This design comes from an exercise in tuning for small area, a short achievable clock period and few clock cycles per item on the open sky130 flow, not from production work. The RTL was checked by simulation tests, not by an equivalence proof against the original design.

<file path="design/flow/flow/run.sh">
#!/bin/bash
# The standard layout, with two changes to how it is made: the port buffers are the smallest
# buffer (buf_1) and timing repair aims for more setup slack than the clock period needs.
# make's full output goes to standard.log; each ORFS step logs under orfs/logs/.
set -euo pipefail
bash standard.sh \
  "BUFFER_PORTS_ARGS=-buffer_cell sky130_fd_sc_hd__buf_1" \
  "SETUP_SLACK_MARGIN=${FLOW_SETUP_MARGIN:-8.5}" \
  finish > standard.log 2>&1
</file>
<file path="design/flow/standard.sh">
#!/bin/bash
# synth_recipe.tcl (not shown) runs the flow's synth.tcl, then flattens the netlist and writes it again
# the make line also repeats each setting of config.mk as NAME=value (left out here)
make -C /OpenROAD-flow-scripts/flow DESIGN_CONFIG=/design/flow/config.mk WORK_HOME=/design/flow/orfs CLKGATE_MAP_FILE= SYNTH_SCRIPT=/design/flow/synth_recipe.tcl "${@:-finish}"
</file>
<file path="design/flow/config.mk">
export PLATFORM = sky130hd
export DESIGN_NAME = blowfish_dec_iter
export DESIGN_NICKNAME = blowfish_dec_iter
export VERILOG_FILES = /design/flow/design.v
export SDC_FILE = /design/flow/constraint.sdc
export NUM_CORES = 4
export LEC_CHECK = 0
export CAP_MARGIN = 0
export CORE_MARGIN = 2
export CORE_UTILIZATION = 55
export CTS_BUF_LIST = sky130_fd_sc_hd__clkbuf_16
export CTS_CLUSTER_DIAMETER = 100
export CTS_CLUSTER_SIZE = 30
export SLEW_MARGIN = 0
export TNS_END_PERCENT = 30
</file>
<file path="design/flow/constraint.sdc">
create_clock -name core_clock -period 12.5 [get_ports {clk}]
set_input_delay 2.5000 -clock core_clock [delete_from_list [all_inputs] [get_ports {clk}]]
set_output_delay 2.5000 -clock core_clock [all_outputs]
set_load 0.01 [all_outputs]
</file>
<file path="design/flow/design.v">
package blowfish_pkg;
  localparam int unsigned NUM_ROUNDS = 16;
  localparam int unsigned KEY_WORDS  = 14;
  localparam logic [18*32-1:0] P_ARRAY = {
    32'h243f6a88, 32'h85a308d3, 32'h13198a2e, 32'h03707344,
    32'ha4093822, 32'h299f31d0, 32'h082efa98, 32'hec4e6c89,
    32'h452821e6, 32'h38d01377, 32'hbe5466cf, 32'h34e90c6c,
    32'hc0ac29b7, 32'hc97c50dd, 32'h3f84d5b5, 32'hb5470917,
    32'h9216d5d9, 32'h8979fb1b
  };
endpackage
module feistel_sbox (
  input  logic [31:0] x,
  output logic [15:0] s1h,
  output logic [15:0] s2h,
  output logic [15:0] s3h,
  output logic [31:0] s4,
  output logic [15:0] zl,
  output logic        cl
);
  function automatic logic [31:0] hi1(input logic [3:0] n);
    logic [15:0] tt [32];
    tt[0] = 16'h0000;
    tt[1] = 16'h0000;
    tt[2] = 16'h0000;
    tt[3] = 16'h0000;
    tt[4] = 16'haaaa;
    tt[5] = 16'hcccc;
    tt[6] = 16'hf0f0;
    tt[7] = 16'hff00;
    tt[8] = 16'haaaa;
    tt[9] = 16'h6666;
    tt[10] = 16'hb4b4;
    tt[11] = 16'h6d92;
    tt[12] = 16'he38e;
    tt[13] = 16'h4ad4;
    tt[14] = 16'h7318;
    tt[15] = 16'h294a;
    tt[16] = 16'h18c6;
    tt[17] = 16'hf83e;
    tt[18] = 16'h07fe;
    tt[19] = 16'h5554;
    tt[20] = 16'h3332;
    tt[21] = 16'h0f0e;
    tt[22] = 16'h00fe;
    tt[23] = 16'h5554;
    tt[24] = 16'h3332;
    tt[25] = 16'h0f0e;
    tt[26] = 16'haa54;
    tt[27] = 16'h3398;
    tt[28] = 16'hc3e0;
    tt[29] = 16'h56aa;
    tt[30] = 16'hce66;
    tt[31] = 16'h3e1e;
    for (int k = 0; k < 32; k++) hi1[k] = tt[k][n];
  endfunction
  function automatic logic [31:0] lo1(input logic [3:0] n);
    logic [15:0] tt [32];
    tt[0] = 16'haaaa;
    tt[1] = 16'hcccc;
    tt[2] = 16'hf0f0;
    tt[3] = 16'hff00;
    tt[4] = 16'haaaa;
    tt[5] = 16'h6666;
    tt[6] = 16'hb4b4;
    tt[7] = 16'h6d92;
    tt[8] = 16'he38e;
    tt[9] = 16'h4ad4;
    tt[10] = 16'h7318;
    tt[11] = 16'h294a;
    tt[12] = 16'h18c6;
    tt[13] = 16'hf83e;
    tt[14] = 16'h07fe;
    tt[15] = 16'h5554;
    tt[16] = 16'h3332;
    tt[17] = 16'h0f0e;
    tt[18] = 16'h00fe;
    tt[19] = 16'h5554;
    tt[20] = 16'h3332;
    tt[21] = 16'h0f0e;
    tt[22] = 16'haa54;
    tt[23] = 16'h3398;
    tt[24] = 16'hc3e0;
    tt[25] = 16'h56aa;
    tt[26] = 16'hce66;
    tt[27] = 16'h3e1e;
    tt[28] = 16'h01fe;
    tt[29] = 16'h5554;
    tt[30] = 16'h9998;
    tt[31] = 16'h4b4a;
    for (int k = 0; k < 32; k++) lo1[k] = tt[k][n];
  endfunction
  function automatic logic [31:0] hi2(input logic [3:0] n);
    logic [15:0] tt [32];
    tt[0] = 16'h0000;
    tt[1] = 16'h0000;
    tt[2] = 16'h0000;
    tt[3] = 16'h0000;
    tt[4] = 16'haaaa;
    tt[5] = 16'h6666;
    tt[6] = 16'hb4b4;
    tt[7] = 16'h6d92;
    tt[8] = 16'h4924;
    tt[9] = 16'h2492;
    tt[10] = 16'he38e;
    tt[11] = 16'h4ad4;
    tt[12] = 16'h7318;
    tt[13] = 16'h294a;
    tt[14] = 16'hb26c;
    tt[15] = 16'h96da;
    tt[16] = 16'hdb6c;
    tt[17] = 16'h1c70;
    tt[18] = 16'hb52a;
    tt[19] = 16'h8ce6;
    tt[20] = 16'h7c1e;
    tt[21] = 16'h03fe;
    tt[22] = 16'h5554;
    tt[23] = 16'h3332;
    tt[24] = 16'ha5a4;
    tt[25] = 16'h6c92;
    tt[26] = 16'he38e;
    tt[27] = 16'he07e;
    tt[28] = 16'h1ffe;
    tt[29] = 16'h5554;
    tt[30] = 16'h3332;
    tt[31] = 16'ha5a4;
    for (int k = 0; k < 32; k++) hi2[k] = tt[k][n];
  endfunction
  function automatic logic [31:0] lo2(input logic [3:0] n);
    logic [15:0] tt [32];
    tt[0] = 16'haaaa;
    tt[1] = 16'h6666;
    tt[2] = 16'hb4b4;
    tt[3] = 16'h6d92;
    tt[4] = 16'h4924;
    tt[5] = 16'h2492;
    tt[6] = 16'he38e;
    tt[7] = 16'h4ad4;
    tt[8] = 16'h7318;
    tt[9] = 16'h294a;
    tt[10] = 16'hb26c;
    tt[11] = 16'h96da;
    tt[12] = 16'hdb6c;
    tt[13] = 16'h1c70;
    tt[14] = 16'hb52a;
    tt[15] = 16'h8ce6;
    tt[16] = 16'h7c1e;
    tt[17] = 16'h03fe;
    tt[18] = 16'h5554;
    tt[19] = 16'h3332;
    tt[20] = 16'ha5a4;
    tt[21] = 16'h6c92;
    tt[22] = 16'he38e;
    tt[23] = 16'he07e;
    tt[24] = 16'h1ffe;
    tt[25] = 16'h5554;
    tt[26] = 16'h3332;
    tt[27] = 16'ha5a4;
    tt[28] = 16'hc638;
    tt[29] = 16'h07c0;
    tt[30] = 16'hf800;
    tt[31] = 16'haaaa;
    for (int k = 0; k < 32; k++) lo2[k] = tt[k][n];
  endfunction
  function automatic logic [31:0] hi3(input logic [3:0] n);
    logic [15:0] tt [32];
    tt[0] = 16'h0000;
    tt[1] = 16'h0000;
    tt[2] = 16'h0000;
    tt[3] = 16'h0000;
    tt[4] = 16'haaaa;
    tt[5] = 16'hcccc;
    tt[6] = 16'h5a5a;
    tt[7] = 16'h936c;
    tt[8] = 16'hb6da;
    tt[9] = 16'h71c6;
    tt[10] = 16'h5a94;
    tt[11] = 16'h6318;
    tt[12] = 16'h83e0;
    tt[13] = 16'h56aa;
    tt[14] = 16'hce66;
    tt[15] = 16'h3e1e;
    tt[16] = 16'hab54;
    tt[17] = 16'h9932;
    tt[18] = 16'h2da4;
    tt[19] = 16'h6492;
    tt[20] = 16'h4924;
    tt[21] = 16'h2492;
    tt[22] = 16'h4924;
    tt[23] = 16'h8e38;
    tt[24] = 16'ha56a;
    tt[25] = 16'h9ce6;
    tt[26] = 16'hd6b4;
    tt[27] = 16'h4d92;
    tt[28] = 16'h6924;
    tt[29] = 16'h2492;
    tt[30] = 16'h4924;
    tt[31] = 16'h8e38;
    for (int k = 0; k < 32; k++) hi3[k] = tt[k][n];
  endfunction
  function automatic logic [31:0] lo3(input logic [3:0] n);
    logic [15:0] tt [32];
    tt[0] = 16'haaaa;
    tt[1] = 16'hcccc;
    tt[2] = 16'h5a5a;
    tt[3] = 16'h936c;
    tt[4] = 16'hb6da;
    tt[5] = 16'h71c6;
    tt[6] = 16'h5a94;
    tt[7] = 16'h6318;
    tt[8] = 16'h83e0;
    tt[9] = 16'h56aa;
    tt[10] = 16'hce66;
    tt[11] = 16'h3e1e;
    tt[12] = 16'hab54;
    tt[13] = 16'h9932;
    tt[14] = 16'h2da4;
    tt[15] = 16'h6492;
    tt[16] = 16'h4924;
    tt[17] = 16'h2492;
    tt[18] = 16'h4924;
    tt[19] = 16'h8e38;
    tt[20] = 16'ha56a;
    tt[21] = 16'h9ce6;
    tt[22] = 16'hd6b4;
    tt[23] = 16'h4d92;
    tt[24] = 16'h6924;
    tt[25] = 16'h2492;
    tt[26] = 16'h4924;
    tt[27] = 16'h8e38;
    tt[28] = 16'h0fc0;
    tt[29] = 16'hf000;
    tt[30] = 16'haaaa;
    tt[31] = 16'h6666;
    for (int k = 0; k < 32; k++) lo3[k] = tt[k][n];
  endfunction
  function automatic logic [31:0] hi4(input logic [3:0] n);
    logic [15:0] tt [32];
    tt[0] = 16'h0000;
    tt[1] = 16'h0000;
    tt[2] = 16'h0000;
    tt[3] = 16'h0000;
    tt[4] = 16'haaaa;
    tt[5] = 16'h6666;
    tt[6] = 16'h1e1e;
    tt[7] = 16'h01fe;
    tt[8] = 16'h5554;
    tt[9] = 16'h3332;
    tt[10] = 16'ha5a4;
    tt[11] = 16'hc638;
    tt[12] = 16'had6a;
    tt[13] = 16'h9ce6;
    tt[14] = 16'hd6b4;
    tt[15] = 16'h4d92;
    tt[16] = 16'h6924;
    tt[17] = 16'h2492;
    tt[18] = 16'he38e;
    tt[19] = 16'he07e;
    tt[20] = 16'hb554;
    tt[21] = 16'h3998;
    tt[22] = 16'h6b4a;
    tt[23] = 16'hb26c;
    tt[24] = 16'h96da;
    tt[25] = 16'hdb6c;
    tt[26] = 16'hb6da;
    tt[27] = 16'h71c6;
    tt[28] = 16'hf03e;
    tt[29] = 16'h0ffe;
    tt[30] = 16'hfffe;
    tt[31] = 16'h5554;
    for (int k = 0; k < 32; k++) hi4[k] = tt[k][n];
  endfunction
  function automatic logic [31:0] lo4(input logic [3:0] n);
    logic [15:0] tt [32];
    tt[0] = 16'haaaa;
    tt[1] = 16'h6666;
    tt[2] = 16'h1e1e;
    tt[3] = 16'h01fe;
    tt[4] = 16'h5554;
    tt[5] = 16'h3332;
    tt[6] = 16'ha5a4;
    tt[7] = 16'hc638;
    tt[8] = 16'had6a;
    tt[9] = 16'h9ce6;
    tt[10] = 16'hd6b4;
    tt[11] = 16'h4d92;
    tt[12] = 16'h6924;
    tt[13] = 16'h2492;
    tt[14] = 16'he38e;
    tt[15] = 16'he07e;
    tt[16] = 16'hb554;
    tt[17] = 16'h3998;
    tt[18] = 16'h6b4a;
    tt[19] = 16'hb26c;
    tt[20] = 16'h96da;
    tt[21] = 16'hdb6c;
    tt[22] = 16'hb6da;
    tt[23] = 16'h71c6;
    tt[24] = 16'hf03e;
    tt[25] = 16'h0ffe;
    tt[26] = 16'hfffe;
    tt[27] = 16'h5554;
    tt[28] = 16'h9998;
    tt[29] = 16'h4b4a;
    tt[30] = 16'h926c;
    tt[31] = 16'h1c70;
    for (int k = 0; k < 32; k++) lo4[k] = tt[k][n];
  endfunction
  logic [31:0] s1_w;
  assign s1_w = (hi1(x[31:28]) + lo1(x[27:24])) ^ 32'h7f4a7c15;
  logic [31:0] s2_w;
  assign s2_w = (hi2(x[23:20]) + lo2(x[19:16])) ^ 32'h165667b1;
  logic [31:0] s3_w;
  assign s3_w = (hi3(x[15:12]) + lo3(x[11:8])) ^ 32'hd3a2646c;
  logic [31:0] s4_w;
  assign s4_w = (hi4(x[7:4]) + lo4(x[3:0])) ^ 32'hfd7046c5;
  logic [16:0] ql;
  assign ql  = {1'b0, s1_w[15:0]} + {1'b0, s2_w[15:0]};
  assign zl  = ql[15:0] ^ s3_w[15:0];
  assign cl  = ql[16];
  assign s1h = s1_w[31:16];
  assign s2h = s2_w[31:16];
  assign s3h = s3_w[31:16];
  assign s4  = s4_w;
endmodule
module feistel_mix (
  input  logic [15:0] s1h,
  input  logic [15:0] s2h,
  input  logic [15:0] s3h,
  input  logic [31:0] s4,
  input  logic [15:0] zl,
  input  logic        cl,
  output logic [31:0] f
);
  logic [15:0] zh;
  assign zh = (s1h + s2h + 16'(cl)) ^ s3h;
  assign f  = {zh, zl} + s4;
endmodule
module blowfish_dec_iter (
  input  logic         clk,
  input  logic         rst_n,
  input  logic         in_valid,
  output logic         in_ready,
  input  logic [63:0]  ct,
  input  logic [448:0] key,
  output logic         out_valid,
  input  logic         out_ready,
  output logic [63:0]  pt
);
  function automatic logic [31:0] kw(input logic [447:0] k, input int n);
    kw = k[32*(14-n) +: 32];
  endfunction
  function automatic logic [31:0] pc(input int n);
    pc = blowfish_pkg::P_ARRAY[32*(18-n) +: 32];
  endfunction
  function automatic logic [31:0] pr(input logic [3:0] r);
    pr = 32'd0;
    for (int i = 0; i < 16; i++) begin
      if (r == 4'(i)) pr = pc(16 - i);
    end
  endfunction
  logic [31:0] t1_q, u1_q;
  logic        v1_q, d1_q, f1_q, q1_q;
  logic [3:0]  c1_q;
  localparam int FLo = 16;
  logic [31-FLo:0] s1h_q, s2h_q, s3h_q;
  logic [FLo-1:0]  zl_q;
  logic            cl_q;
  logic [31:0]     s4_q, up2_q, tp2_q;
  logic        v2_q, d2_q, f2_q, q2_q;
  logic [3:0]  c2_q;
  logic [31:0] ring_q [28];
  logic [63:0] pt_q;
  logic        out_valid_q, ld_q, rdy_q, acc_seq_q, head_seq_q;
  logic        ld_d;
  logic [31-FLo:0] sb1h, sb2h, sb3h;
  logic [FLo-1:0]  sbzl;
  logic            sbcl;
  logic [31:0]     par, sb4, f, tn;
  logic        fin2, cand, leave, head_seq_d, out_valid_d;
  logic        unused_key_msb;
  assign unused_key_msb = key[448];
  assign par = ring_q[0] ^ pr(c1_q);
  feistel_sbox u_sbox (
    .x   (t1_q),
    .s1h (sb1h),
    .s2h (sb2h),
    .s3h (sb3h),
    .s4  (sb4),
    .zl  (sbzl),
    .cl  (sbcl)
  );
  always_ff @(posedge clk) begin
    s1h_q <= sb1h;
    s2h_q <= sb2h;
    s3h_q <= sb3h;
    s4_q  <= sb4;
    zl_q  <= sbzl;
    cl_q  <= sbcl;
    up2_q <= u1_q;
    tp2_q <= t1_q ^ (d1_q ? 32'd0 : par);
    c2_q  <= c1_q;
    d2_q  <= d1_q;
    f2_q  <= f1_q;
    q2_q  <= q1_q;
  end
  feistel_mix u_mix (
    .s1h (s1h_q),
    .s2h (s2h_q),
    .s3h (s3h_q),
    .s4  (s4_q),
    .zl  (zl_q),
    .cl  (cl_q),
    .f   (f)
  );
  assign tn   = d2_q ? up2_q : (up2_q ^ f);
  assign fin2 = !d2_q && (c2_q == 4'd15);
  assign cand = v2_q && (fin2 || (d2_q && f2_q)) && (q2_q == head_seq_q);
  assign leave = cand && (!out_valid_q || out_ready);
  assign head_seq_d  = head_seq_q ^ leave;
  assign out_valid_d = leave || (out_valid_q && !out_ready);
  always_ff @(posedge clk) begin
    if (ld_q) begin
      t1_q <= ct[63:32] ^ kw(key[447:0], 4) ^ pc(18);
      u1_q <= ct[31:0]  ^ kw(key[447:0], 3) ^ pc(17);
      c1_q <= 4'd0;
      d1_q <= 1'b0;
      f1_q <= 1'b0;
      q1_q <= acc_seq_q;
    end else begin
      t1_q <= tn;
      u1_q <= tp2_q;
      c1_q <= c2_q + 4'd1;
      d1_q <= d2_q || fin2;
      f1_q <= d2_q && !f2_q;
      q1_q <= q2_q;
    end
  end
  always_ff @(posedge clk) begin
    if (!rst_n) begin
      v1_q        <= 1'b0;
      v2_q        <= 1'b0;
      out_valid_q <= 1'b0;
      rdy_q       <= 1'b0;
      acc_seq_q   <= 1'b0;
      head_seq_q  <= 1'b0;
    end else begin
      v1_q        <= rdy_q ? in_valid : (v2_q && !leave);
      v2_q        <= v1_q;
      out_valid_q <= out_valid_d;
      acc_seq_q   <= acc_seq_q ^ (rdy_q && in_valid);
      head_seq_q  <= head_seq_d;
      rdy_q       <= ld_d;
    end
  end
  assign ld_d = !v1_q || (!d1_q && (c1_q == 4'd15) && (q1_q == head_seq_d) && !out_valid_d);
  always_ff @(posedge clk) begin
    ld_q <= ld_d;
  end
  always_ff @(posedge clk) begin
    if (leave) pt_q <= {tp2_q, tn};
  end
  always_ff @(posedge clk) begin
    for (int i = 0; i < 28; i++) begin
      if (i % 2 == 0 && ld_q) ring_q[i] <= kw(key[447:0], ((15 - i / 2) % 14) + 1);
      else                    ring_q[i] <= ring_q[(i + 1) % 28];
    end
  end
  assign in_ready  = rdy_q;
  assign out_valid = out_valid_q;
  assign pt        = pt_q;
endmodule
</file>
==> impl_metrics.json, run 1 <==
{
  "drive_gt1_frac": 0.183,
  "grt_pass1_wl_um": 182000,
  "globalRouteTotalUtil": 0.284,
  "ant_nets": 0,
  "cpMostUsedCell": "fa_2",
  "synth_top_area_cell": "dfxtp_1",
  "die_y_um": 293,
  "dpl_worst_slack_ps": 7580,
  "die_x_um": 293,
  "drtIter0Drc": 1837,
  "critPathMaxStageDelay_ps": 410,
  "synth_area_leaders": "dfxtp_1, mux2_2, ha_1",
  "seq_area_frac_synth": 0.539,
  "syn-num-nets": 4830,
  "netlist_instances": 4068,
  "drt-total-wl_um": 126000,
  "cts_buffers": 49,
  "clock-root-buffer": "clkbuf_16",
  "yosys_register_bits": 1206,
  "cts.reportedPaths.clkPinSlew_ps": 120,
  "postSynth.asyncResetShare": 0,
  "synth_top_area_share": 0.497,
  "yosys_warnings": 11,
  "dpl.hpwl_um": 97900,
  "fin_nets": 5411,
  "skew_ps": 36.5,
  "cp_slowest_cell": "fa_2",
  "rows": 106,
  "cts_hold_buf": 0,
  "final_common_cell": "dfxtp_1",
  "die_area_mm2": 0.0859,
  "synth_area_mm2": 0.0460,
  "cp-start-kind": "flop",
  "rsz0062_at_grt": "true",
  "antenna_found_initial": 55,
  "synth_edf_count": 64,
  "final_cell_mix": "dfxtp_1, buf_1, mux2_2",
  "initial_core_util": 0.553,
  "tightest_slew_ps": 1280,
  "ys.flop_type": "dfxtp_1",
  "whs_endpoint": "ring_q[1][7]$_DFF_P_",
  "holdCritStartpoint": "ring_q[2][7]$_DFF_P_",
  "gp_congestion": 0.938,
  "area_growth_pct": 13.5,
  "fin_crit_ps": 4160,
  "grt_max_degree": 205,
  "slew_violations": 0,
  "avgSynthCellArea_um2": 11.3,
  "regToRegStartpoint": "s1h_q[0]$_DFF_P_",
  "endpoint_kind": "flop",
  "drc": 0,
  "arrival_ps": 4750,
  "hold_viol_final": 0,
  "htreeDepth": 2,
  "clk_latency_ps": 680,
  "status": "complete, no violations",
  "maxCapViolCount": 0,
  "r2r_cells": 19,
  "wire_per_inst_um": 21.9,
  "num-fill-cells": 7012,
  "tritoncts": "built",
  "clk_path_buf_depth": 3,
  "dp_cells": 5597,
  "hp-class": "reg2reg",
  "critPathMaxFanout": 3,
  "grt_pass1_vias": 29600,
  "core-area_mm2": 0.0832,
  "slew_headroom": 0.146,
  "gr-total-overflow": 0,
  "worstSetupPathType": "reg2reg",
  "finalSetupTns_ps": 0,
  "crit_chain": "fa_2 > inv_2 > fa_2 > nor2b_1 > o21ai_1 > a21boi_1 > o21ai_2 > nand2_2 > xnor2_4 > ha_4 > a21o_1 > a21oi_2 > nor2b_4 > o41a_1 > a221oi_4 > a311oi_2 > xnor2_1 > or3_1 > a31oi_1",
  "instances_no_fill": 5768,
  "io_pins": 583,
  "cts_sinks": 1206,
  "finalSetupViolCount": 0,
  "hold_depth": 0,
  "whs_ps": 303,
  "drtPass1Iterations": 5,
  "r2r_end": "t1_q[31]$_DFF_P_",
  "io_buffers": 581,
  "critPathRequiredTime_ps": 13100,
  "utilization": 0.627,
  "max_freq_mhz": 241,
  "ys_types": 88,
  "fin_ws_ps": 8340,
  "post-route-period-util": 0.332,
  "via_per_inst": 5.38,
  "rrSetupSlack_ps": 8340,
  "vias": 31000
}
-- synthesized netlist by cell type (11+ instances only) --
master	n
inv_1	101
a31oi_1	26
xnor2_1	235
mux2_2	484
o21ai_0	189
ha_1	237
buf_1	11
or2_2	12
o211ai_1	29
o21a_1	30
nand2b_1	47
o31ai_1	17
nor2b_1	38
edfxtp_1	64
nor3_1	51
nand2_1	190
nor2_1	236
nand3_1	65
o21bai_1	20
or3_1	23
and2_1	16
nor3b_1	12
a211oi_1	33
dfxtp_1	1142
and3_1	23
a21o_1	61
clkbuf_1	137
xor2_1	111
a21boi_0	17
a21oi_1	230
mux2i_1	14
o22ai_1	13
-- through the flow --
step,instance area (um^2)
after CTS,51400
after floorplan,46000
after global routing,52100
after global placement,49100
after detailed placement,49100
final,52200
-- cell families after synthesis --
| group | share of synthesized area |
|---|---|
| flip-flops | 0.539 |
| AO/OA/AOI/OAI | 0.105 |
| AND/OR/NAND/NOR | 0.0769 |
| multiplexers | 0.124 |
| XOR/XNOR | 0.0659 |
| buffers and inverters | 0.0211 |
| adder cells (fa/ha/maj) | 0.0680 |
-- timing repair --
action                     in CTS  in global routing
pin swaps                      34                 30
setup buffers                  39                 42
setup endpoints to repair      67                 51
cloned                          0                  0
resized for setup             135                 91
-- metal layers --
layer | global-route usage | vias up | share of wire
met2 | 0.489 | 764 | 0.49
met1 | 0.347 | 14700 | 0.41
met3 | 0.0652 | 255 | 0.060
met5 | 0 | - | 0.0030
met4 | 0.105 | 62 | 0.038
li1 | - | 15300 | -
-- worst max-delay path by stage --
stage,to,start,slack (ps)
2_1_floorplan,v1_q$_SDFF_PN0_,out_ready,8400
3_3_place_gp,s4_q[29]$_DFF_P_,t1_q[7]$_DFF_P_,7610
3_5_place_dp,zl_q[14]$_DFF_P_,t1_q[16]$_DFF_P_,7580
4_1_cts,s1h_q[14]$_DFF_P_,t1_q[30]$_DFF_P_,8310
5_1_grt,t1_q[31]$_DFF_P_,s1h_q[0]$_DFF_P_,8130
6_report,t1_q[31]$_DFF_P_,s1h_q[0]$_DFF_P_,8340
-- sequential cells by signal, summed over array words and instances (netlist names), 4 cells and up --
register  count
s1h_q        16
tp2_q        32
t1_q         32
c1_q          4
c2_q          4
ring_q      896
s4_q         32
u1_q         32
s2h_q        16
zl_q         16
up2_q        32
pt_q         64
s3h_q        16
-- cell type report --
| cell class | instances | area [um^2] | share of cell area |
|---|---|---|---|
| sequential | 1206 | 24900 | 0.477 |
| multi-input combinational | 2604 | 21000 | 0.402 |
| timing repair buffer | 679 | 2940 | 0.0564 |
| tap | 1080 | 1350 | 0.0259 |
| clock buffer | 49 | 1230 | 0.0235 |
| inverter | 109 | 505 | 0.00969 |
| clock inverter | 20 | 233 | 0.00446 |
| antenna | 21 | 52.6 | 0.00101 |
-- critical path, delay by kind of cell, from the launching register on --
family	cells	cell delay, ps
buffers and inverters	1	70
AOI/OAI and AO/OA	9	1820
xor gates and xnor gates	2	420
DFF	1	340
and+or+nand+nor	4	610
adders and majority gates	3	840
Testbench counts, summed over its fixed seeds: cycles 5,168, items 320.
==> inputs of run 2 (changes only) <==
--- a/design/flow/flow/run.sh
+++ b/design/flow/flow/run.sh
@@ -6,4 +6,4 @@
 bash standard.sh \
   "BUFFER_PORTS_ARGS=-buffer_cell sky130_fd_sc_hd__buf_1" \
-  "SETUP_SLACK_MARGIN=${FLOW_SETUP_MARGIN:-8.5}" \
+  "SETUP_SLACK_MARGIN=${FLOW_SETUP_MARGIN:-9}" \
   finish > standard.log 2>&1
--- a/design/flow/config.mk
+++ b/design/flow/config.mk
@@ -6,7 +6,8 @@
 export NUM_CORES = 4
 export LEC_CHECK = 0
+export ABC_AREA = 1
 export CAP_MARGIN = 0
 export CORE_MARGIN = 2
-export CORE_UTILIZATION = 55
+export CORE_UTILIZATION = 60
 export CTS_BUF_LIST = sky130_fd_sc_hd__clkbuf_16
 export CTS_CLUSTER_DIAMETER = 100
==> run 2 against run 1 <==
Still clean. Final cell count grew 30%. Clock-buffer cell count grew 3. Synthesized cell count grew 43%. Non-clock buffer count grew 41. Cell area grew 5.4%. Highest routed layer unchanged.
==> impl_metrics.json, run 2 <==
{
  "skew_ps": 26.6,
  "crit_start": "pt_q[54]$_DFFE_PP_",
  "tightest_slew_ps": 1140,
  "clk_latency_ps": 670,
  "die_area_mm2": 0.0815,
  "dp_cells": 7269,
  "yosys_register_bits": 1206,
  "cp-start-kind": "flop",
  "critPathMaxStageDelay_ps": 570,
  "cts.reportedPaths.clkPinSlew_ps": 120,
  "yosysMostFrequentCell": "nand2_1",
  "synth_top_area_cell": "dfxtp_1",
  "die_x_um": 285,
  "drtIter0Drc": 3742,
  "final_area_mm2": 0.0550,
  "worstSetupPathType": "reg2out",
  "dpl_cell_area_mm2": 0.0505,
  "max_freq_mhz": 253,
  "synth_area_leaders": "dfxtp_1, nand2_1, ha_1",
  "fin_crit_ps": 3950,
  "grt_pass1_vias": 37300,
  "drtPass1Iterations": 5,
  "netlist_instances": 5798,
  "whs_ps": 320,
  "maxCapViolCount": 0,
  "via_per_inst": 5.36,
  "synth_common_cells": "nand2_1, dfxtp_1, inv_1",
  "fin_nets": 7163,
  "htreeDepth": 2,
  "num-fill-cells": 6408,
  "antenna_found_initial": 44,
  "synth_edf_count": 64,
  "area_growth_pct": 15.7,
  "gp_congestion": 0.995,
  "cts_hold_buf": 0,
  "vias": 40200,
  "core-area_mm2": 0.0787,
  "crit_buf_inv": 1,
  "top_register": "ring_q",
  "finalSetupTns_ps": 0,
  "drc": 0,
  "ys_types": 62,
  "grt_pass1_wl_um": 226000,
  "endpoint_kind": "primary output",
  "ys.flop_type": "dfxtp_1",
  "holdCritStartpoint": "u1_q[2]$_DFF_P_",
  "final_common_cell": "nand2_1",
  "globalRouteTotalUtil": 0.372,
  "hold_viol_final": 0,
  "wire_per_inst_um": 21.1,
  "drt-total-wl_um": 158000,
  "dpl.hpwl_um": 124000,
  "initial_core_util": 0.603,
  "avgSynthCellArea_um2": 8.20,
  "status": "complete, no violations",
  "post-route-period-util": 0.316,
  "rows": 103,
  "final_cell_mix": "nand2_1, dfxtp_1, buf_1",
  "syn-num-nets": 6560,
  "gr-total-overflow": 0,
  "io_pins": 583,
  "largest_reg_flops": 896,
  "ant_nets": 0,
  "regToRegStartpoint": "t1_q[16]$_DFF_P_",
  "hp-class": "reg2reg",
  "slew_violations": 0,
  "die_y_um": 285,
  "rsz0062_at_grt": "true",
  "clock-root-buffer": "clkbuf_16",
  "cp_slowest_cell": "edfxtp_1",
  "drive_gt1_frac": 0.0928,
  "crit_family": "flip-flops",
  "top_regs": "ring_q x896, pt_q x64",
  "crit_chain": "clkbuf_2",
  "clk_path_buf_depth": 3,
  "critPathMaxFanout": 1,
  "grt_max_degree": 190,
  "io_buffers": 581,
  "slew_headroom": 0.237,
  "critPathRequiredTime_ps": 10000,
  "tritoncts": "built",
  "instances_no_fill": 7504,
  "synth_top_area_share": 0.481,
  "yosys_warnings": 11,
  "finalSetupViolCount": 0,
  "arrival_ps": 1450,
  "cts_sinks": 1206,
  "synth_area_mm2": 0.0475,
  "postSynth.asyncResetShare": 0,
  "seq_area_frac_synth": 0.522,
  "cts_buffers": 51
}
run 2: changes by cell type in the layout (fill, tap and decap cells not counted), moves of 58 or more:
cell     change
o21ai_0     +80
mux2_2     -484
inv_1      +338
nand2_1   +1896
xnor2_1    -128
nand3_1     +58
run 2: repair_timing:
| item | 4_1_cts | 5_1_grt |
|---|---|---|
| gates resized for setup | 186 | 282 |
| pin swaps | 42 | 106 |
| gates cloned | 2 | 1 |
| setup endpoints to repair | 150 | 129 |
| setup buffers | 60 | 66 |
run 2: worst paths after layout:
check                           to  slack (ps)  depth (start not counted)
setup / recovery            pt[54]        8550                          1
hold / removal    up2_q[2]$_DFF_P_         320                          0
setup reg to reg  zl_q[14]$_DFF_P_        8830                         23
hold reg to reg   up2_q[2]$_DFF_P_         320                          0
run 2: layer usage:
layer	share of wire	up-vias	global-route usage
met5	0.00094	-	0
met4	0.044	24	0.141
met3	0.080	308	0.0654
met2	0.46	1689	0.611
met1	0.41	18700	0.491
li1	-	19500	-
run 2: metrics by stage:
step / worst slack, ps / util
floorplan: 8360 / -
detailed placement: 7850 / 0.641
CTS: 8580 / 0.676
global route: 8500 / 0.698
global placement: 7880 / 0.641
finish: 8550 / 0.698
run 2: kinds of logic after synthesis:
logic type	share of synthesized area
flops	0.522
fa+ha+maj	0.0658
compound gates	0.0834
simple gates	0.227
xor+xnor	0.0514
buf+inv	0.0510
run 2: final cells by class:
| class | count | area, um^2 | share of cell area |
|---|---|---|---|
| well taps | 1050 | 1310 | 0.0239 |
| repair buffers | 720 | 3330 | 0.0606 |
| clock inverters | 21 | 290 | 0.00528 |
| diodes | 33 | 82.6 | 0.00150 |
| inverters | 465 | 1850 | 0.0337 |
| clock buffers | 52 | 1300 | 0.0237 |
| repair inverters | 3 | 20.0 | 0.000364 |
| flip-flops and latches | 1206 | 24900 | 0.453 |
| multi-input cells | 3954 | 21900 | 0.398 |
==> inputs of run 3 (changes only) <==
--- a/design/flow/design.v
+++ b/design/flow/design.v
@@ -417,5 +417,5 @@
   assign fin2 = !d2_q && (c2_q == 4'd15);
   assign cand = v2_q && (fin2 || (d2_q && f2_q)) && (q2_q == head_seq_q);
-  assign leave = cand && (!out_valid_q || out_ready);
+  assign leave = cand && !out_valid_q;
   assign head_seq_d  = head_seq_q ^ leave;
   assign out_valid_d = leave || (out_valid_q && !out_ready);
==> run 3 against run 2 <==
Sequential cell count unchanged. Non-clock buffer count decreased by 2. Clock-buffer cell count decreased by 3. Register-to-register slack got worse by 40 ps. Largest cell class unchanged. Critical path type unchanged. Synthesized cell count about the same. Critical path depth unchanged. Sequential share of layout area about the same.
==> impl_metrics.json, run 3 <==
{
  "seq_area_frac_synth": 0.520,
  "critPathRequiredTime_ps": 10000,
  "drtPass1Iterations": 7,
  "skew_ps": 28.0,
  "synth_top_area_cell": "dfxtp_1",
  "post-route-period-util": 0.309,
  "die_y_um": 286,
  "ys.flop_type": "dfxtp_1",
  "drtIter0Drc": 3975,
  "dpl_cell_area_mm2": 0.0506,
  "synth_area_leaders": "dfxtp_1, nand2_1, ha_1",
  "hold_viol_final": 0,
  "io_buffers": 581,
  "num-fill-cells": 6578,
  "drive_gt1_frac": 0.0975,
  "max_freq_mhz": 259,
  "postSynth.asyncResetShare": 0,
  "cts_buffers": 49,
  "tightest_slew_ps": 1130,
  "fin_crit_ps": 3860,
  "cts.reportedPaths.clkPinSlew_ps": 110,
  "grt_max_degree": 240,
  "slew_headroom": 0.237,
  "rrSetupSlack_ps": 8790,
  "final_common_cell": "nand2_1",
  "maxCapViolCount": 0,
  "die_x_um": 286,
  "gp_congestion": 1.07,
  "gr-total-overflow": 0,
  "dpl.hpwl_um": 121000,
  "yosys_register_bits": 1206,
  "cts_hold_buf": 0,
  "drt-total-wl_um": 155000,
  "final_cell_mix": "nand2_1, dfxtp_1, buf_1",
  "globalRouteTotalUtil": 0.367,
  "fin_ws_ps": 8640,
  "ant_nets": 0,
  "synth_edf_count": 64,
  "regArea_mm2": 0.0249,
  "finalSetupViolCount": 0,
  "endpoint_kind": "primary output",
  "yosys_warnings": 11,
  "drc": 0,
  "ys_types": 66,
  "critPathMaxFanout": 1,
  "core-area_mm2": 0.0789,
  "dpl_worst_slack_ps": 7870,
  "die_area_mm2": 0.0817,
  "via_per_inst": 5.35,
  "crit_chain": "clkbuf_2",
  "hp-class": "reg2reg",
  "clock-root-buffer": "clkbuf_16",
  "crit_family": "flip-flops",
  "top_register": "ring_q",
  "io_pins": 583,
  "status": "complete, no violations",
  "cts_sinks": 1206,
  "whs_ps": 299,
  "multiInputGateArea_mm2": 0.0220,
  "synth_top_area_share": 0.480,
  "top_regs": "ring_q x896, pt_q x64",
  "grt_pass1_vias": 37000,
  "grt_pass1_wl_um": 224000,
  "clk_latency_ps": 660,
  "worstSetupPathType": "reg2out",
  "finalSetupTns_ps": 0,
  "yosysMostFrequentCell": "nand2_1",
  "vias": 40100,
  "rows": 103,
  "largest_reg_flops": 896,
  "area_growth_pct": 15.3,
  "final_area_mm2": 0.0550,
  "slew_violations": 0,
  "synth_common_cells": "nand2_1, dfxtp_1, inv_1",
  "cp-start-kind": "flop",
  "rsz0062_at_grt": "true",
  "initial_core_util": 0.604,
  "tritoncts": "built",
  "cp_slowest_cell": "edfxtp_1",
  "critPathMaxStageDelay_ps": 520,
  "netlist_instances": 5800,
  "crit_buf_inv": 1,
  "clk_path_buf_depth": 3,
  "fin_nets": 7160,
  "antenna_found_initial": 38,
  "arrival_ps": 1360,
  "htreeDepth": 2,
  "avgSynthCellArea_um2": 8.22,
  "synth_area_mm2": 0.0477,
  "wire_per_inst_um": 20.7,
  "syn-num-nets": 6562
}
==> run 3: cell count changes in the layout (fill, tap and decap cells not counted), moves of 5 or more <==
cell     delta
inv_2       +7
diode_2     -6
nand2_1    -18
nand2_2    +13
buf_1       -5
nor2_2      +9
==> run 3: what timing repair did <==
action / CTS / global route
setup buffers: 69 / 55
resized for setup: 231 / 246
endpoints found under the hold margin: 0 / 0
cloned: 2 / 0
pin swaps: 47 / 93
endpoints found under the setup margin: 171 / 156
==> run 3: layout make-up <==
type | count | area share
Sequential cell | 1206 | 0.453
Multi-Input combinational cell | 3953 | 0.400
Timing Repair Buffer | 718 | 0.0610
Inverter | 468 | 0.0340
Tap cell | 1050 | 0.0239
Clock buffer | 49 | 0.0223
Clock inverter | 22 | 0.00430
Antenna cell | 27 | 0.00123
Timing Repair inverter | 2 | 0.000228
==> run 3: kinds of logic after synthesis <==
kind of cell | after synthesis | synth area share
simple gates | 2713 | 0.227
xor+xnor | 280 | 0.0521
buf+inv | 641 | 0.0522
flops | 1206 | 0.520
compound gates | 715 | 0.0831
fa+ha+maj | 245 | 0.0656
==> run 3: worst paths after layout <==
kind                                from                     to  depth (start not counted)
hold / removal    ring_q[10][25]$_DFF_P_  ring_q[9][25]$_DFF_P_                          0
hold reg to reg   ring_q[10][25]$_DFF_P_  ring_q[9][25]$_DFF_P_                          0
setup reg to reg        t1_q[24]$_DFF_P_       zl_q[14]$_DFF_P_                         20
setup / recovery      pt_q[51]$_DFFE_PP_                 pt[51]                          1
==> run 3: layer usage <==
metal | track usage | wire length [um]
met4 | 0.172 | 8430
met2 | 0.586 | 69600
met3 | 0.0730 | 13800
met1 | 0.481 | 63200
met5 | 0 | 205
==> run 3: through the flow <==
stage,util,cells
after floorplan,-,5800
after global placement,0.641,7271
after detailed placement,0.641,7271
after CTS,0.678,7413
after global routing,0.697,7488
final,0.697,7495
Testbench counts of run 3, summed over its fixed seeds: cycles 5,200, items 320.
==> inputs of run 4 (changes only) <==
--- a/design/flow/design.v
+++ b/design/flow/design.v
@@ -12,9 +12,9 @@
 module feistel_sbox (
   input  logic [31:0] x,
-  output logic [15:0] s1h,
-  output logic [15:0] s2h,
-  output logic [15:0] s3h,
+  output logic [17:0] s1h,
+  output logic [17:0] s2h,
+  output logic [17:0] s3h,
   output logic [31:0] s4,
-  output logic [15:0] zl,
+  output logic [13:0] zl,
   output logic        cl
 );
@@ -315,24 +315,26 @@
   logic [31:0] s4_w;
   assign s4_w = (hi4(x[7:4]) + lo4(x[3:0])) ^ 32'hfd7046c5;
-  logic [16:0] ql;
-  assign ql  = {1'b0, s1_w[15:0]} + {1'b0, s2_w[15:0]};
-  assign zl  = ql[15:0] ^ s3_w[15:0];
-  assign cl  = ql[16];
-  assign s1h = s1_w[31:16];
-  assign s2h = s2_w[31:16];
-  assign s3h = s3_w[31:16];
+  logic [14:0] ql;
+  assign ql  = {1'b0, s1_w[13:0]} + {1'b0, s2_w[13:0]};
+  assign zl  = ql[13:0] ^ s3_w[13:0];
+  assign cl  = ql[14];
+  assign s1h = s1_w[31:14];
+  assign s2h = s2_w[31:14];
+  assign s3h = s3_w[31:14];
   assign s4  = s4_w;
 endmodule
 module feistel_mix (
-  input  logic [15:0] s1h,
-  input  logic [15:0] s2h,
-  input  logic [15:0] s3h,
+  input  logic [17:0] s1h,
+  input  logic [17:0] s2h,
+  input  logic [17:0] s3h,
   input  logic [31:0] s4,
-  input  logic [15:0] zl,
+  input  logic [13:0] zl,
   input  logic        cl,
   output logic [31:0] f
 );
-  logic [15:0] zh;
-  assign zh = (s1h + s2h + 16'(cl)) ^ s3h;
+  logic [18:0] qh;
+  logic [17:0] zh;
+  assign qh = {s1h, 1'b1} + {s2h, cl};
+  assign zh = qh[18:1] ^ s3h;
   assign f  = {zh, zl} + s4;
 endmodule
@@ -363,5 +365,5 @@
   logic        v1_q, d1_q, f1_q, q1_q;
   logic [3:0]  c1_q;
-  localparam int FLo = 16;
+  localparam int FLo = 14;
   logic [31-FLo:0] s1h_q, s2h_q, s3h_q;
   logic [FLo-1:0]  zl_q;
@@ -417,5 +419,5 @@
   assign fin2 = !d2_q && (c2_q == 4'd15);
   assign cand = v2_q && (fin2 || (d2_q && f2_q)) && (q2_q == head_seq_q);
-  assign leave = cand && !out_valid_q;
+  assign leave = cand && (!out_valid_q || out_ready);
   assign head_seq_d  = head_seq_q ^ leave;
   assign out_valid_d = leave || (out_valid_q && !out_ready);
--- a/design/flow/flow/run.sh
+++ b/design/flow/flow/run.sh
@@ -6,4 +6,4 @@
 bash standard.sh \
   "BUFFER_PORTS_ARGS=-buffer_cell sky130_fd_sc_hd__buf_1" \
-  "SETUP_SLACK_MARGIN=${FLOW_SETUP_MARGIN:-9}" \
+  "SETUP_SLACK_MARGIN=${FLOW_SETUP_MARGIN:-8.5}" \
   finish > standard.log 2>&1
--- a/design/flow/config.mk
+++ b/design/flow/config.mk
@@ -6,5 +6,4 @@
 export NUM_CORES = 4
 export LEC_CHECK = 0
-export ABC_AREA = 1
 export CAP_MARGIN = 0
 export CORE_MARGIN = 2
==> run 4 against run 3 <==
Clock-buffer cell count grew 1. Clock skew grew 9.2 ps. Die area decreased by 3.8%. Register-to-register slack lost 560 ps. Global-route usage decreased by 6.3 points. Utilization fell by 0.89 points. Critical path depth increased by 17. Highest routed layer unchanged. Final cell count down 24%.
==> impl_metrics.json, run 4 <==
{
  "synth_top_area_cell": "dfxtp_1",
  "die_y_um": 280,
  "yosys_register_bits": 1210,
  "synth-simple-area-share": 0.0740,
  "top_regs": "ring_q x896, pt_q x64",
  "synth_top_area_share": 0.501,
  "slew_headroom": 0.215,
  "arrival_ps": 4670,
  "rsz0062_at_grt": "true",
  "via_per_inst": 5.47,
  "fin_crit_ps": 4270,
  "yosys_warnings": 11,
  "rows": 101,
  "slew_violations": 0,
  "drtPass1Iterations": 6,
  "dpl.hpwl_um": 96300,
  "post-route-period-util": 0.342,
  "hp-class": "reg2reg",
  "synth.mux.area_fraction": 0.123,
  "core-area_mm2": 0.0758,
  "die_x_um": 280,
  "synth_compound_area_frac": 0.104,
  "clk_path_buf_depth": 3,
  "drive_gt1_frac": 0.192,
  "skew_ps": 37.2,
  "critPathRequiredTime_ps": 12900,
  "final_cell_mix": "dfxtp_1, buf_1, mux2_2",
  "avgSynthCellArea_um2": 11.3,
  "synth_edf_count": 64,
  "critPathMaxStageDelay_ps": 520,
  "cp-start-kind": "flop",
  "tritoncts": "built",
  "ys.flop_type": "dfxtp_1",
  "critPathMaxFanout": 7,
  "top_register": "ring_q",
  "synth_area_leaders": "dfxtp_1, mux2_2, ha_1",
  "crit_buf_inv": 1,
  "cts_buffers": 49,
  "endpoint_kind": "flop",
  "seq_area_frac_synth": 0.543,
  "finalSetupViolCount": 0,
  "worstSetupPathType": "reg2reg",
  "fin_nets": 5433,
  "ant_nets": 0,
  "maxCapViolCount": 0,
  "initial_core_util": 0.604,
  "io_pins": 583,
  "clk_latency_ps": 660,
  "htreeDepth": 2,
  "syn-num-nets": 4809,
  "grt_pass1_vias": 29000,
  "netlist_instances": 4041,
  "postSynth.asyncResetShare": 0,
  "finalSetupTns_ps": 0,
  "ys_types": 84,
  "hold_viol_final": 0,
  "globalRouteTotalUtil": 0.304,
  "tightest_slew_ps": 1160,
  "crit_chain": "ha_4 > a21o_1 > a21o_1 > a21o_1 > a21oi_2 > xnor2_1 > ha_2 > nand3_1 > nor4_4 > nand3_1 > a21oi_2 > o311ai_4 > o21ai_2 > buf_4 > a21oi_2 > or4_4 > and3_4 > or2_4",
  "wire_per_inst_um": 22.0,
  "drc": 0,
  "die_area_mm2": 0.0786,
  "cts.reportedPaths.clkPinSlew_ps": 110,
  "drtIter0Drc": 2332,
  "antenna_found_initial": 56,
  "gr-total-overflow": 0,
  "cts_sinks": 1210,
  "cp_slowest_cell": "or4_4",
  "final_common_cell": "dfxtp_1",
  "synth_top_family_by_area": "multiplexers",
  "largest_reg_flops": 896,
  "io_buffers": 581,
  "max_freq_mhz": 234,
  "synthAdderAreaFrac": 0.0697,
  "crit_family": "simple AND/OR/NAND/NOR gates",
  "vias": 31100,
  "gp_congestion": 0.987,
  "grt_max_degree": 189,
  "drt-total-wl_um": 125000,
  "synth_area_mm2": 0.0458,
  "clock-root-buffer": "clkbuf_16",
  "area_growth_pct": 13.9,
  "synth_common_cells": "dfxtp_1, mux2_2, a21oi_1",
  "yosys.area_share.xor_xnor": 0.0660,
  "yosysMostFrequentCell": "dfxtp_1",
  "status": "complete, no violations",
  "grt_pass1_wl_um": 178000
}
run 4: cell count changes after synthesis, sizes merged, moves of 36 or more:
cell,change
xor2,-50
nand2b,+45
a21o,+58
nor2b,+36
buf,-43
nand3,-86
nand4,-41
o21ai,-105
mux2,+480
inv,-373
nand2,-1955
nor2,-47
xnor2,+115
run 4: through the flow:
stage	instances	util	setup WS (ps)	area [um^2]	hold slack (ps)
6_report	5686	0.688	8230	52200	316
5_1_grt	5679	0.688	8050	52100	324
4_1_cts	5598	0.674	8230	51100	319
3_5_place_dp	5473	0.644	7470	48900	312
3_3_place_gp	5473	0.644	7460	48900	310
2_1_floorplan	4041	-	8400	45900	310
run 4: logic make-up after synthesis:
logic type,count (synthesis)
AO/OA/AOI/OAI,768
AND/OR/NAND/NOR,725
multiplexers,498
buffers and inverters,244
XOR/XNOR,345
flip-flops,1210
adder cells (fa/ha/maj),251
run 4: worst paths after layout:
check / start / endpoint / slack, ps / cells past startpoint
setup reg to reg: s2h_q[0]$_DFF_P_ / pt_q[31]$_DFFE_PP_ / 8230 / 18
hold / removal: u1_q[12]$_DFF_P_ / up2_q[12]$_DFF_P_ / 320 / 0
setup / recovery: s2h_q[0]$_DFF_P_ / pt_q[31]$_DFFE_PP_ / 8230 / 18
hold reg to reg: u1_q[12]$_DFF_P_ / up2_q[12]$_DFF_P_ / 320 / 0
run 4: repair_timing:
item / in CTS / in global routing
endpoints found under the setup margin: 76 / 63
gates cloned: 0 / 0
setup buffers: 56 / 63
hold buffers: 0 / 0
gates resized for setup: 103 / 123
pin swaps: 45 / 57
run 4: final cells by class:
class | instances | area (um^2)
sequential | 1210 | 25000
antenna | 25 | 62.6
clock inverter | 19 | 234
inverter | 98 | 464
clock buffer | 50 | 1250
multi-input combinational | 2587 | 20700
tap | 978 | 1220
fill | 5896 | 23700
timing repair buffer | 719 | 3260
run 4: layer usage:
layer  share of wire  wire, um  up-vias  track usage
li1                -         -    15300            -
met1            0.43     53100    14700        0.398
met2            0.47     59200      903        0.504
met3           0.067      8350      217       0.0686
met4           0.032      3940       56       0.0926
met5          0.0029       368        -            0
Testbench counts of run 4, summed over its fixed seeds: cycles 5,168, items 320.
==> inputs of run 5 (changes only) <==
--- a/design/flow/design.v
+++ b/design/flow/design.v
@@ -12,9 +12,9 @@
 module feistel_sbox (
   input  logic [31:0] x,
-  output logic [17:0] s1h,
-  output logic [17:0] s2h,
-  output logic [17:0] s3h,
+  output logic [23:0] s1h,
+  output logic [23:0] s2h,
+  output logic [23:0] s3h,
   output logic [31:0] s4,
-  output logic [13:0] zl,
+  output logic [7:0] zl,
   output logic        cl
 );
@@ -315,26 +315,26 @@
   logic [31:0] s4_w;
   assign s4_w = (hi4(x[7:4]) + lo4(x[3:0])) ^ 32'hfd7046c5;
-  logic [14:0] ql;
-  assign ql  = {1'b0, s1_w[13:0]} + {1'b0, s2_w[13:0]};
-  assign zl  = ql[13:0] ^ s3_w[13:0];
-  assign cl  = ql[14];
-  assign s1h = s1_w[31:14];
-  assign s2h = s2_w[31:14];
-  assign s3h = s3_w[31:14];
+  logic [8:0] ql;
+  assign ql  = {1'b0, s1_w[7:0]} + {1'b0, s2_w[7:0]};
+  assign zl  = ql[7:0] ^ s3_w[7:0];
+  assign cl  = ql[8];
+  assign s1h = s1_w[31:8];
+  assign s2h = s2_w[31:8];
+  assign s3h = s3_w[31:8];
   assign s4  = s4_w;
 endmodule
 module feistel_mix (
-  input  logic [17:0] s1h,
-  input  logic [17:0] s2h,
-  input  logic [17:0] s3h,
+  input  logic [23:0] s1h,
+  input  logic [23:0] s2h,
+  input  logic [23:0] s3h,
   input  logic [31:0] s4,
-  input  logic [13:0] zl,
+  input  logic [7:0] zl,
   input  logic        cl,
   output logic [31:0] f
 );
-  logic [18:0] qh;
-  logic [17:0] zh;
+  logic [24:0] qh;
+  logic [23:0] zh;
   assign qh = {s1h, 1'b1} + {s2h, cl};
-  assign zh = qh[18:1] ^ s3h;
+  assign zh = qh[24:1] ^ s3h;
   assign f  = {zh, zl} + s4;
 endmodule
@@ -365,5 +365,5 @@
   logic        v1_q, d1_q, f1_q, q1_q;
   logic [3:0]  c1_q;
-  localparam int FLo = 14;
+  localparam int FLo = 8;
   logic [31-FLo:0] s1h_q, s2h_q, s3h_q;
   logic [FLo-1:0]  zl_q;
--- a/design/flow/config.mk
+++ b/design/flow/config.mk
@@ -6,4 +6,5 @@
 export NUM_CORES = 4
 export LEC_CHECK = 0
+export ABC_AREA = 1
 export CAP_MARGIN = 0
 export CORE_MARGIN = 2
==> run 5 against run 4 <==
Critical path depth shrank 2. Utilization shrank 2.5 points. Clock-buffer cell count is the same. Maximum frequency grew 9.0%. Wire length grew 19%. Final cell count grew 27%. Synthesized cell count grew 40%. Critical path type unchanged.
==> impl_metrics.json, run 5 <==
{
  "netlist_instances": 5646,
  "vias": 38300,
  "yosys.area_share.xor_xnor": 0.0517,
  "clock-root-buffer": "clkbuf_16",
  "gr-total-overflow": 0,
  "tritoncts": "built",
  "synth.mux.area_fraction": 0.000211,
  "grt_pass1_vias": 35800,
  "hold_viol_final": 0,
  "synth-simple-area-share": 0.219,
  "synth_common_cells": "nand2_1, dfxtp_1, inv_1",
  "dpl_worst_slack_ps": 8260,
  "wire_per_inst_um": 20.7,
  "globalRouteTotalUtil": 0.356,
  "cts.reportedPaths.clkPinSlew_ps": 110,
  "critPathRequiredTime_ps": 13030,
  "gp_congestion": 0.997,
  "final_area_mm2": 0.0521,
  "hp-class": "reg2reg",
  "utilization": 0.662,
  "top_register": "ring_q",
  "num-fill-cells": 6701,
  "status": "complete, no violations",
  "cp-start-kind": "flop",
  "htreeDepth": 2,
  "fin_nets": 6885,
  "via_per_inst": 5.30,
  "yosysMostFrequentCell": "nand2_1",
  "rows": 103,
  "clk_latency_ps": 690,
  "synth_top_area_share": 0.489,
  "worstSetupPathType": "reg2reg",
  "skew_ps": 75.4,
  "critPathMaxFanout": 8,
  "die_area_mm2": 0.0813,
  "antenna_found_initial": 35,
  "die_y_um": 285,
  "finalSetupViolCount": 0,
  "synth_area_leaders": "dfxtp_1, nand2_1, ha_1",
  "arrival_ps": 4450,
  "initial_core_util": 0.603,
  "synth_compound_area_frac": 0.0872,
  "final_common_cell": "nand2_1",
  "ys_types": 65,
  "drc": 0,
  "area_growth_pct": 9.82,
  "seq_area_frac_synth": 0.529,
  "yosys_warnings": 11,
  "drtPass1Iterations": 6,
  "grt_max_degree": 243,
  "clk_path_buf_depth": 3,
  "postSynth.asyncResetShare": 0,
  "drt-total-wl_um": 149000,
  "slew_violations": 0,
  "post-route-period-util": 0.313,
  "drtIter0Drc": 3553,
  "slew_headroom": 0.281,
  "maxCapViolCount": 0,
  "ant_nets": 0,
  "yosys_register_bits": 1222,
  "grt_pass1_wl_um": 216000,
  "final_cell_mix": "nand2_1, dfxtp_1, buf_1",
  "fin_crit_ps": 3920,
  "ys.flop_type": "dfxtp_1",
  "synth_edf_count": 64,
  "synth_top_family_by_area": "simple AND/OR/NAND/NOR gates",
  "io_pins": 583,
  "cts_sinks": 1222,
  "synthAdderAreaFrac": 0.0655,
  "endpoint_kind": "flop",
  "tightest_slew_ps": 1080,
  "syn-num-nets": 6407,
  "top_regs": "ring_q x896, pt_q x64",
  "die_x_um": 285,
  "io_buffers": 581,
  "drive_gt1_frac": 0.0386,
  "dpl_cell_area_mm2": 0.0503,
  "synth_top_area_cell": "dfxtp_1",
  "cts_buffers": 50,
  "max_freq_mhz": 255,
  "cts_hold_buf": 0,
  "dpl.hpwl_um": 119000,
  "fin_ws_ps": 8580,
  "finalSetupTns_ps": 0,
  "largest_reg_flops": 896,
  "synth_area_mm2": 0.0474,
  "core-area_mm2": 0.0786,
  "rsz0062_at_grt": "true",
  "avgSynthCellArea_um2": 8.40
}
-- run 5: changes by cell type in the layout (fill, tap and decap cells not counted), moves of 53 or more --
cell,change
nand3_1,+69
a21o_1,-58
o21ai_0,+103
buf_4,-118
inv_1,+308
xor2_1,+53
mux2_2,-480
xnor2_1,-118
nand2_1,+1853
-- run 5: layout make-up --
| cell class | count | area, um^2 | area share |
|---|---|---|---|
| clock inverters | 20 | 264 | 0.00507 |
| flip-flops and latches | 1222 | 25100 | 0.482 |
| diodes | 24 | 60.1 | 0.00115 |
| multi-input cells | 3853 | 20200 | 0.388 |
| inverters | 402 | 1550 | 0.0298 |
| repair buffers | 595 | 2310 | 0.0444 |
| well taps | 1050 | 1310 | 0.0252 |
| clock buffers | 50 | 1250 | 0.0240 |
-- run 5: worst max-delay path, stage by stage, from the launching register on --
cell and delay (ps):
dfxtp_2 550, inv_1 240, ha_2 470, nor2_1 60
nor2_1 130, inv_1 100, o21ai_0 160, ha_1 250
inv_1 100, fa_1 430, nand3b_1 180, nand2_1 200
a21boi_2 100, o21ai_2 180, a21oi_2 120, o21ai_2 180
xor2_1 300
-- run 5: cells by family after synthesis --
group / Yosys count
AOI/OAI and AO/OA: 729
xor gates and xnor gates: 278
adders and majority gates: 244
buffers and inverters: 571
DFF: 1222
muxes: 1
and+or+nand+nor: 2601
-- run 5: worst paths after layout --
kind              slack, ps                      to                    from  cells past startpoint
hold reg to reg         300  ring_q[25][29]$_DFF_P_  ring_q[26][29]$_DFF_P_                      0
setup / recovery       8580       s3h_q[10]$_DFF_P_         t1_q[8]$_DFF_P_                     16
hold / removal          300  ring_q[25][29]$_DFF_P_  ring_q[26][29]$_DFF_P_                      0
setup reg to reg       8580       s3h_q[10]$_DFF_P_         t1_q[8]$_DFF_P_                     16
-- run 5: per-layer routing --
metal / part of all wire / up-vias / GRT usage
met5: 0.00084 / - / 0
met4: 0.038 / 20 / 0.132
met3: 0.080 / 251 / 0.0519
met2: 0.46 / 1495 / 0.584
met1: 0.42 / 17700 / 0.480
li1: - / 18800 / -
-- run 5: stage by stage --
step | std cells | hold WS (ps)
6_report | 7216 | 295
5_1_grt | 7208 | 300
4_1_cts | 7187 | 297
3_5_place_dp | 7117 | 312
3_3_place_gp | 7117 | 310
2_1_floorplan | 5646 | 310
-- run 5: timing repair --
action | 4_1_cts | 5_1_grt
setup endpoints to repair | 7 | 56
buffers inserted | 0 | 5
gates resized for setup | 4 | 42
Testbench counts of run 5, summed over its fixed seeds: cycles 5,168, items 320.
==> inputs of run 6 (changes only) <==
--- a/design/flow/design.v
+++ b/design/flow/design.v
@@ -12,9 +12,9 @@
 module feistel_sbox (
   input  logic [31:0] x,
-  output logic [23:0] s1h,
-  output logic [23:0] s2h,
-  output logic [23:0] s3h,
+  output logic [21:0] s1h,
+  output logic [21:0] s2h,
+  output logic [21:0] s3h,
   output logic [31:0] s4,
-  output logic [7:0] zl,
+  output logic [9:0] zl,
   output logic        cl
 );
@@ -315,26 +315,26 @@
   logic [31:0] s4_w;
   assign s4_w = (hi4(x[7:4]) + lo4(x[3:0])) ^ 32'hfd7046c5;
-  logic [8:0] ql;
-  assign ql  = {1'b0, s1_w[7:0]} + {1'b0, s2_w[7:0]};
-  assign zl  = ql[7:0] ^ s3_w[7:0];
-  assign cl  = ql[8];
-  assign s1h = s1_w[31:8];
-  assign s2h = s2_w[31:8];
-  assign s3h = s3_w[31:8];
+  logic [10:0] ql;
+  assign ql  = {1'b0, s1_w[9:0]} + {1'b0, s2_w[9:0]};
+  assign zl  = ql[9:0] ^ s3_w[9:0];
+  assign cl  = ql[10];
+  assign s1h = s1_w[31:10];
+  assign s2h = s2_w[31:10];
+  assign s3h = s3_w[31:10];
   assign s4  = s4_w;
 endmodule
 module feistel_mix (
-  input  logic [23:0] s1h,
-  input  logic [23:0] s2h,
-  input  logic [23:0] s3h,
+  input  logic [21:0] s1h,
+  input  logic [21:0] s2h,
+  input  logic [21:0] s3h,
   input  logic [31:0] s4,
-  input  logic [7:0] zl,
+  input  logic [9:0] zl,
   input  logic        cl,
   output logic [31:0] f
 );
-  logic [24:0] qh;
-  logic [23:0] zh;
+  logic [22:0] qh;
+  logic [21:0] zh;
   assign qh = {s1h, 1'b1} + {s2h, cl};
-  assign zh = qh[24:1] ^ s3h;
+  assign zh = qh[22:1] ^ s3h;
   assign f  = {zh, zl} + s4;
 endmodule
@@ -365,5 +365,5 @@
   logic        v1_q, d1_q, f1_q, q1_q;
   logic [3:0]  c1_q;
-  localparam int FLo = 8;
+  localparam int FLo = 10;
   logic [31-FLo:0] s1h_q, s2h_q, s3h_q;
   logic [FLo-1:0]  zl_q;
==> run 6 against run 5 <==
Still clean. Clock skew shrank 34 ps. Clock-buffer cell count shrank 2. Final cell count shrank 0.30%. Via count is essentially flat. First-iteration DRC count grew 14%. Maximum frequency shrank 0.10%. Sequential cell count shrank 4. Cell area shrank 0.66%. Synthesized area shrank 0.46%. Critical path depth shrank 8. Critical path type is now in2reg.
==> impl_metrics.json, run 6 <==
{
  "arrival_ps": 4480,
  "cts_hold_buf": 0,
  "syn-num-nets": 6387,
  "vias": 38300,
  "ant_nets": 0,
  "synth_area_mm2": 0.0472,
  "maxCapViolCount": 0,
  "rrSetupSlack_ps": 8700,
  "cts.reportedPaths.clkPinSlew_ps": 120,
  "synth_edf_count": 64,
  "synth_top_family_by_area": "simple AND/OR/NAND/NOR gates",
  "antenna_found_initial": 52,
  "regToRegStartpoint": "s1h_q[5]$_DFF_P_",
  "final_area_mm2": 0.0517,
  "instances_no_fill": 7194,
  "status": "complete, no violations",
  "drt-total-wl_um": 151000,
  "via_per_inst": 5.32,
  "hold_viol_final": 0,
  "cts_buffers": 48,
  "synth_top_area_cell": "dfxtp_1",
  "wire_per_inst_um": 20.9,
  "gr-total-overflow": 0,
  "top_register": "ring_q",
  "gp_congestion": 1.04,
  "avgSynthCellArea_um2": 8.38,
  "final_cell_mix": "nand2_1, dfxtp_1, buf_1",
  "final_common_cell": "nand2_1",
  "grt_pass1_wl_um": 217000,
  "regArea_mm2": 0.0250,
  "postSynth.asyncResetShare": 0,
  "ys.flop_type": "dfxtp_1",
  "grt_pass1_vias": 35500,
  "r2r_cells": 17,
  "grt_max_degree": 178,
  "cts_sinks": 1218,
  "core-area_mm2": 0.0777,
  "netlist_instances": 5631,
  "seq_area_frac_synth": 0.530,
  "drtIter0Drc": 4068,
  "slew_violations": 0,
  "slew_headroom": 0.248,
  "die_x_um": 284,
  "ys_types": 71,
  "yosys.area_share.xor_xnor": 0.0529,
  "initial_core_util": 0.607,
  "clk_path_buf_depth": 3,
  "num-fill-cells": 6536,
  "drive_gt1_frac": 0.0299,
  "whs_ps": 325,
  "clk_latency_ps": 660,
  "tightest_slew_ps": 1120,
  "worstSetupPathType": "in2reg",
  "synth-simple-area-share": 0.220,
  "io_buffers": 581,
  "tritoncts": "built",
  "multiInputGateArea_mm2": 0.0201,
  "fin_nets": 6863,
  "synthAdderAreaFrac": 0.0645,
  "io_pins": 583,
  "dpl.hpwl_um": 121000,
  "synth_top_area_share": 0.489,
  "die_area_mm2": 0.0809,
  "skew_ps": 41.7,
  "drc": 0,
  "fin_crit_ps": 3920,
  "max_freq_mhz": 255,
  "synth.mux.area_fraction": 0
}
-- run 6: cell type report --
type | count | area share
Antenna cell | 32 | 0.00155
Clock inverter | 17 | 0.00324
Inverter | 394 | 0.0290
Clock buffer | 48 | 0.0232
Tap cell | 1040 | 0.0252
Multi-Input combinational cell | 3850 | 0.389
Sequential cell | 1218 | 0.484
Timing Repair Buffer | 595 | 0.0444
-- run 6: cells by family (layout without fill, tap and decap cells) --
logic type | count (synthesis) | count (layout)
and+or+nand+nor | 2602 | 2602
DFF | 1218 | 1218
AOI/OAI and AO/OA | 725 | 725
buffers and inverters | 563 | 1054
xor gates and xnor gates | 284 | 284
adders and majority gates | 239 | 239
other | 0 | 32
-- run 6: routing by layer --
metal  GRT usage  routed length, um  vias up
li1            -                  -    18900
met1       0.483              62700    17600
met2       0.582              68700     1557
met3      0.0681              13300      240
met4       0.131               5590       36
met5           0                237        -
-- run 6: what timing repair did --
action | in CTS | in global routing
cloned | 0 | 0
resized for setup | 4 | 33
setup endpoints to repair | 4 | 43
pin swaps | 0 | 1
-- run 6: how the worst max path moves through the flow --
| stage | start | to | cells after the start |
|---|---|---|---|
| 2_1_floorplan | out_ready | rdy_q$_SDFF_PN0_ | 6 |
| 4_1_cts | t1_q[16]$_DFF_P_ | zl_q[8]$_DFF_P_ | 15 |
| 5_1_grt | out_ready | rdy_q$_SDFF_PN0_ | 8 |
| 6_report | out_ready | rdy_q$_SDFF_PN0_ | 8 |
| 3_3_place_gp | out_ready | rdy_q$_SDFF_PN0_ | 8 |
| 3_5_place_dp | out_ready | rdy_q$_SDFF_PN0_ | 8 |
-- run 6: per-stage QoR --
step                       util  setup WS (ps)
after global routing      0.665           8420
after CTS                 0.663           8480
after global placement    0.645           7980
after floorplan               -           8370
final                     0.666           8580
after detailed placement  0.645           7890
-- run 6: worst max-delay path: stages --
cell and delay, ps:
buf_1 150, nor2_4 60, nor2_4 530, buf_4 700, xnor2_2 150, or2_0 220
nand3_1 90, a21oi_1 70
Testbench counts of run 6, summed over its fixed seeds: cycles 5,168, items 320.

## separate check: timing with driven ports
How much do the figures lean on ideal ports? The routed layouts below were timed once more, with nothing changed but the port constraints.
Step 1 assumes that a clkbuf_16 drives the clock port and a buf_2 every other input.
Step 2, shift: input delay + t, output delay - t, t = (earliest + latest rising clock arrival at the registers) / 2. This alone moves slack from input paths to output paths.
Three values: ideal, step 1, step 2; two values: the first two.
| run | shift t [ns] | setup WS [ns] | worst slew at a driven data input, ns |
|---|---|---|---|
| run 1 | 0.726 | 8.345 / 8.345 / 8.173 | 0.16 |
| run 2 | 0.733 | 8.551 / 8.476 / 8.447 | 0.15 |
| run 3 | 0.718 | 8.639 / 8.570 / 8.593 | 0.14 |
| run 4 | 0.714 | 8.230 / 8.230 / 8.230 | 0.18 |
| run 5 | 0.732 | 8.581 / 8.534 / 8.247 | 0.14 |
| run 6 | 0.712 | 8.577 / 8.590 / 7.879 | 0.12 |
After both steps every run listed still meets setup and hold. For run 6, which loses most, drivers alone change the setup slack by +0.013 ns; drivers and shift together by -0.698 ns.
